Background: an optimization exercise with open tools, aiming at small area, a short achievable clock period and few clock cycles per item. Do not read the settings as production practice. Only simulation tests tie the RTL to the original design; equivalence was not proved. Power is estimated from default activity; no workload was simulated.

==> indigo: inputs <==
==> flow/design.v <==
package dis_pkg;
  localparam int KEY_W       = 16;
  localparam int TAG_W       = 8;
  localparam int DEPTH_DFLT  = 32;
  localparam int REC_W       = 1 + KEY_W + TAG_W;
endpackage
module dis_cmp (
  input  logic [dis_pkg::KEY_W-1:0] a,
  input  logic [dis_pkg::KEY_W-1:0] b_n,
  output logic                      ge
);
  logic [dis_pkg::KEY_W-1:0] g, p;
  logic [3:0]                gg, pp;
  assign g = a & b_n;
  assign p = a | b_n;
  for (genvar k = 0; k < 4; k++) begin : g_grp
    assign gg[k] = g[4*k+3] | (p[4*k+3] & g[4*k+2]) | (p[4*k+3] & p[4*k+2] & g[4*k+1])
                 | (p[4*k+3] & p[4*k+2] & p[4*k+1] & g[4*k]);
    assign pp[k] = &p[4*k +: 4];
  end
  assign ge = gg[3] | (pp[3] & gg[2]) | (pp[3] & pp[2] & gg[1])
            | (pp[3] & pp[2] & pp[1] & (gg[0] | pp[0]));
endmodule
module descending_insertion_sorter #(
  parameter int DEPTH = dis_pkg::DEPTH_DFLT
) (
  input  logic                      clk,
  input  logic                      rst_n,
  input  logic                      in_valid,
  output logic                      in_stall,
  input  logic [dis_pkg::KEY_W-1:0] in_key,
  input  logic [dis_pkg::TAG_W-1:0] in_tag,
  input  logic                      in_last_in,
  output logic                      out_valid,
  input  logic                      out_stall,
  output logic [dis_pkg::KEY_W-1:0] out_sorted_key,
  output logic [dis_pkg::TAG_W-1:0] out_sorted_tag,
  output logic                      out_overflow,
  output logic                      out_last_out
);
  localparam int KW    = dis_pkg::KEY_W;
  localparam int TW    = dis_pkg::TAG_W;
  localparam int REC_W = dis_pkg::REC_W;
  localparam int CW    = 6;   
  logic [CW-1:0] cnt_r;
  logic          cur_ovf_r;
  logic          cur_par_r;
  logic          ovf_act_r, ovf_par_r, ovf_act_nxt;
  logic          in_stall_r, in_stall_nxt;
  logic          q_v_r, q_store_r, q_last_r, q_ovf_r, q_v_nxt, q_store_nxt, q_last_nxt;
  logic          shift_r, ins_r, cmpl_r, stuck_r, q_adv_nxt;
  logic          shift_nxt, ins_nxt, cmpl_nxt, stuck_nxt;
  logic [KW-1:0] q_key_r;
  logic [TW-1:0] q_tag_r;
  logic          o_v_r, o_last_r, o_ovf_r;
  logic [KW-1:0] o_key_r;
  logic [TW-1:0] o_tag_r;
  logic          s_v_r, s_last_r, s_ovf_r, s_v_nxt;
  logic [KW-1:0] s_key_r;
  logic [TW-1:0] s_tag_r;
  logic [DEPTH*REC_W-1:0] recs;
  logic [DEPTH-1:0]       keeps, cs;
  logic [DEPTH-1:0]       v_r, d_r, v_nxt, d_nxt;
  logic [REC_W-1:0]       new_rec;
  logic [KW-1:0]          wkey_n;
  logic full, shift, q_adv, ins, cmpl, stuck, cq;
  logic in_acc, pop;
  logic h_v, h_d, h_par, h_last, h_ovf;
  logic [KW-1:0] h_key;
  logic [TW-1:0] h_tag;
  assign h_v    = v_r[0];
  assign h_d    = d_r[0];
  assign h_par  = recs[REC_W-1];
  assign h_key  = recs[TW +: KW];
  assign h_tag  = recs[0 +: TW];
  assign h_last = !(v_r[1] && (recs[2*REC_W-1] == h_par));
  assign h_ovf  = ovf_act_r && (ovf_par_r == h_par);
  assign full   = v_r[DEPTH-1];
  assign shift  = shift_r;
  assign ins    = ins_r;
  assign cmpl   = cmpl_r;
  assign stuck  = stuck_r;
  assign q_adv  = !stuck_r;
  always_comb begin
    shift_nxt = d_nxt[0] && !s_v_nxt;
    q_adv_nxt = !q_store_nxt || !v_nxt[DEPTH-1] || shift_nxt;
    ins_nxt   = q_v_nxt && q_store_nxt && q_adv_nxt;
    cmpl_nxt  = q_v_nxt && q_last_nxt && q_adv_nxt;
    stuck_nxt = q_v_nxt && !q_adv_nxt;
  end
  always_ff @(posedge clk) begin
    if (!rst_n) begin
      shift_r <= 1'b0;
      ins_r   <= 1'b0;
      cmpl_r  <= 1'b0;
      stuck_r <= 1'b0;
    end else begin
      shift_r <= shift_nxt;
      ins_r   <= ins_nxt;
      cmpl_r  <= cmpl_nxt;
      stuck_r <= stuck_nxt;
    end
  end
  dis_cmp u_cq (
    .a   (q_key_r),
    .b_n (wkey_n),
    .ge  (cq)
  );
  assign in_stall = in_stall_r;
  assign in_acc   = in_valid && !in_stall_r;
  assign new_rec = {cur_par_r, q_key_r, q_tag_r};
  assign wkey_n  = ~in_key;
  always_comb begin
    v_nxt = v_r;
    if (ins && !shift) begin
      v_nxt = {v_r[DEPTH-2:0], 1'b1};
    end else if (!ins && shift) begin
      v_nxt = {1'b0, v_r[DEPTH-1:1]};
    end
    d_nxt = d_r;
    if (cmpl) begin
      d_nxt = v_nxt;
    end else if (shift) begin
      d_nxt = {1'b0, d_r[DEPTH-1:1]};
    end
  end
  always_ff @(posedge clk) begin
    if (!rst_n) begin
      v_r <= '0;
      d_r <= '0;
    end else begin
      v_r <= v_nxt;
      d_r <= d_nxt;
    end
  end
  genvar gi;
  generate
    for (gi = 0; gi < DEPTH; gi++) begin : g_cell
      logic [REC_W-1:0] pr, nr;
      logic             kp, kn, cp, cn;
      if (gi == 0) begin : g_head
        assign kp = 1'b1;
        assign pr = '0;
        assign cp = 1'b0;
      end else begin : g_body
        assign kp = keeps[gi-1];
        assign pr = recs[(gi-1)*REC_W +: REC_W];
        assign cp = cs[gi-1];
      end
      if (gi == DEPTH-1) begin : g_tail
        assign kn = 1'b0;
        assign nr = '0;
        assign cn = 1'b0;
      end else begin : g_mid
        assign kn = keeps[gi+1];
        assign nr = recs[(gi+1)*REC_W +: REC_W];
        assign cn = cs[gi+1];
      end
      logic             par_r, kb_r, keep, c;
      logic [KW-1:0]    key_r;
      logic [TW-1:0]    tag_r;
      logic [REC_W-1:0] rec, rec_nxt;
      logic             kb_nxt;
      logic             s_hold, s_prev, s_next, s_new;
      assign rec  = {par_r, key_r, tag_r};
      assign keep = d_r[gi] || (v_r[gi] && kb_r);
      assign keeps[gi] = keep;
      assign cs[gi]    = c;
      assign recs[gi*REC_W +: REC_W] = rec;
      dis_cmp u_cmp (
        .a   (key_r),
        .b_n (wkey_n),
        .ge  (c)
      );
      always_comb begin
        s_hold = 1'b0;
        s_prev = 1'b0;
        s_next = 1'b0;
        s_new  = 1'b0;
        if (ins && !shift) begin
          s_hold = keep;
          s_new  = !keep && kp;
          s_prev = !kp;
        end else if (ins && shift) begin
          s_next = kn;
          s_new  = keep && !kn;
          s_hold = !keep;
        end else if (shift) begin
          s_next = 1'b1;
        end else begin
          s_hold = 1'b1;
        end
      end
      always_comb begin
        rec_nxt = ({REC_W{s_hold}} & rec)
                | ({REC_W{s_prev}} & pr)
                | ({REC_W{s_next}} & nr)
                | ({REC_W{s_new}}  & new_rec);
        kb_nxt  = (s_hold & c) | (s_prev & cp) | (s_next & cn) | (s_new & cq);
      end
      always_ff @(posedge clk) begin
        par_r <= rec_nxt[REC_W-1];
        key_r <= rec_nxt[TW +: KW];
        tag_r <= rec_nxt[0 +: TW];
        if (!stuck) begin
          kb_r <= kb_nxt;
        end
      end
    end
  endgenerate
  assign q_v_nxt     = in_acc || (q_v_r && !q_adv);
  assign q_store_nxt = in_acc ? (cnt_r != CW'(DEPTH)) : q_store_r;
  assign q_last_nxt  = in_acc ? in_last_in : q_last_r;
  always_ff @(posedge clk) begin
    if (!rst_n) begin
      cnt_r     <= '0;
      cur_ovf_r <= 1'b0;
      q_v_r     <= 1'b0;
    end else begin
      if (in_acc) begin
        if (in_last_in) begin
          cnt_r     <= '0;
          cur_ovf_r <= 1'b0;
        end else if (cnt_r == CW'(DEPTH)) begin
          cur_ovf_r <= 1'b1;
        end else begin
          cnt_r <= cnt_r + 1'b1;
        end
      end
      q_v_r <= q_v_nxt;
    end
  end
  always_ff @(posedge clk) begin
    if (in_acc) begin
      q_store_r <= q_store_nxt;
      q_last_r  <= q_last_nxt;
      q_ovf_r   <= cur_ovf_r || (cnt_r == CW'(DEPTH));
      q_key_r   <= in_key;
      q_tag_r   <= in_tag;
    end
  end
  always_comb begin
    ovf_act_nxt = ovf_act_r;
    if (shift && h_last && h_ovf) begin
      ovf_act_nxt = 1'b0;
    end
    if (cmpl && q_ovf_r) begin
      ovf_act_nxt = 1'b1;
    end
  end
  always_ff @(posedge clk) begin
    if (!rst_n) begin
      cur_par_r <= 1'b0;
      ovf_act_r <= 1'b0;
      ovf_par_r <= 1'b0;
    end else begin
      if (cmpl) begin
        cur_par_r <= !cur_par_r;
      end
      ovf_act_r <= ovf_act_nxt;
      if (cmpl && q_ovf_r) begin
        ovf_par_r <= cur_par_r;
      end
    end
  end
  assign pop = o_v_r && !out_stall;
  always_comb begin
    s_v_nxt = s_v_r;
    if (s_v_r) begin
      if (pop) begin
        s_v_nxt = 1'b0;
      end
    end else if (shift && o_v_r && !pop) begin
      s_v_nxt = 1'b1;
    end
  end
  always_ff @(posedge clk) begin
    if (!rst_n) begin
      o_v_r <= 1'b0;
      s_v_r <= 1'b0;
    end else begin
      s_v_r <= s_v_nxt;
      if (!o_v_r || pop) begin
        o_v_r <= s_v_r || shift;
      end
    end
  end
  always_ff @(posedge clk) begin
    if (!o_v_r || pop) begin
      if (s_v_r) begin
        o_key_r  <= s_key_r;
        o_tag_r  <= s_tag_r;
        o_last_r <= s_last_r;
        o_ovf_r  <= s_ovf_r;
      end else begin
        o_key_r  <= h_key;
        o_tag_r  <= h_tag;
        o_last_r <= h_last;
        o_ovf_r  <= h_ovf;
      end
    end
    if (!s_v_r) begin
      s_key_r  <= h_key;
      s_tag_r  <= h_tag;
      s_last_r <= h_last;
      s_ovf_r  <= h_ovf;
    end
  end
  assign in_stall_nxt = ovf_act_nxt || stuck_nxt;
  always_ff @(posedge clk) begin
    if (!rst_n) begin
      in_stall_r <= 1'b0;
    end else begin
      in_stall_r <= in_stall_nxt;
    end
  end
  assign out_valid      = o_v_r;
  assign out_sorted_key = o_key_r;
  assign out_sorted_tag = o_tag_r;
  assign out_overflow   = o_ovf_r;
  assign out_last_out   = o_last_r;
endmodule
==> flow/run.sh <==
#!/bin/bash
# synth_recipe.tcl (not shown) runs the flow's synth.tcl, then flattens the netlist and writes it again
# the make line also repeats each setting of config.mk as NAME=value (left out here)
make -C /OpenROAD-flow-scripts/flow DESIGN_CONFIG=/design/flow/config.mk WORK_HOME=/design/flow/orfs CLKGATE_MAP_FILE= SYNTH_SCRIPT=/design/flow/synth_recipe.tcl finish
==> flow/config.mk <==
export PLATFORM = sky130hd
export DESIGN_NAME = descending_insertion_sorter
export DESIGN_NICKNAME = descending_insertion_sorter
export VERILOG_FILES = /design/flow/design.v
export SDC_FILE = /design/flow/constraint.sdc
export NUM_CORES = 4
export LEC_CHECK = 0
export CAP_MARGIN = 20
export CELL_PAD_IN_SITES_DETAIL_PLACEMENT = 1
export CELL_PAD_IN_SITES_GLOBAL_PLACEMENT = 1
export CORE_MARGIN = 2
export CORE_UTILIZATION = 35
export PLACE_DENSITY = 0.5
export SETUP_SLACK_MARGIN = 1.4
export SLEW_MARGIN = 20
export SYNTH_HIERARCHICAL = 1
==> flow/constraint.sdc <==
create_clock -name core_clock -period 3.5 [get_ports {clk}]
set_input_delay 0.7000 -clock core_clock [delete_from_list [all_inputs] [get_ports {clk}]]
set_output_delay 0.7000 -clock core_clock [all_outputs]
set_load 0.01 [all_outputs]
==> inputs of lagoon, as changes to indigo <==
Settings changed: CTS_BUF_LIST from default to sky130_fd_sc_hd__clkbuf_8, CTS_CLUSTER_DIAMETER from default to 100, CTS_CLUSTER_SIZE from default to 12.
==> inputs of garnet, as changes to indigo <==
Settings changed: CTS_BUF_LIST from default to sky130_fd_sc_hd__clkbuf_8, CTS_CLUSTER_DIAMETER from default to 100, CTS_CLUSTER_SIZE from default to 12, SETUP_SLACK_MARGIN 1.4 to 1.2, TNS_END_PERCENT from default to 30.
==> comparison table <==
	lagoon	indigo	garnet
Clock root buffer	clkbuf_8	clkbuf_16	clkbuf_8
Sequential fraction of total cell area	36.0%	34.1%	37.2%
Total instance count after detailed placement	7401	7401	7368
CTS clock-pin slew for the worst setup and hold paths	90 ps	60 ps	100 ps
Met2 demand-to-capacity share in global routing	54.9%	54.8%	50.1%
Combinational Power Share	29.8%	26.8%	28.9%
Source of the critical timing path	in_key[13]	q_key_r[5]	q_key_r[5]
DR WL/cell	32.6 um	33.1 um	31.1 um
Via/cell ratio	6.67	6.68	6.61
Status	finished clean	finished clean	finished clean
Multi-input gate share of the layout cell area	48.0%	45.9%	48.9%
Initial antenna violation count	11	10	9
Nets	5870	5939	5745
Vias in the first global route	50900	51200	48900
Testbench counts of indigo, summed over its fixed seeds: cycles 39,512, items 39,240.
Testbench counts of lagoon, summed over its fixed seeds: cycles 39,512, items 39,240.
Testbench counts of garnet, summed over its fixed seeds: cycles 39,512, items 39,240.

## port drivers added, routing unchanged
No port has a modelled driver above. Below, the same layouts with a new extraction and two added sets of constraints.
Step 1: set_driving_cell puts a clkbuf_16 on clk and a buf_2 on each other input, an assumption about the parent block.
Step 2 adds t to the input delays and takes it off the output delays; t is the mean of the earliest and latest rising clock arrival at the registers after step 1. Input paths then give back, and output paths get back, about the clock's delay inside the block.
Three values: ideal, step 1, step 2; two values: the first two.
| run | t (ns) | setup slack, ns | worst hold slack (ns) | latest minus earliest clock arrival (ns) | pins driven straight from the clock port |
|---|---|---|---|---|---|
| indigo | 0.827 | 1.130 / 1.130 / 0.424 | 0.185 / 0.125 / 0.475 | 0.025 / 0.024 | 1 |
| lagoon | 0.911 | 1.188 / 1.191 / 0.334 | 0.113 / 0.062 / 0.475 | 0.053 / 0.053 | 1 |
| garnet | 0.901 | 1.053 / 1.053 / 0.271 | 0.115 / 0.063 / 0.476 | 0.052 / 0.052 | 1 |
After both steps setup and hold are still met in every run listed. For lagoon, which loses most, drivers alone change the setup slack by +0.003 ns; drivers and shift together by -0.854 ns.
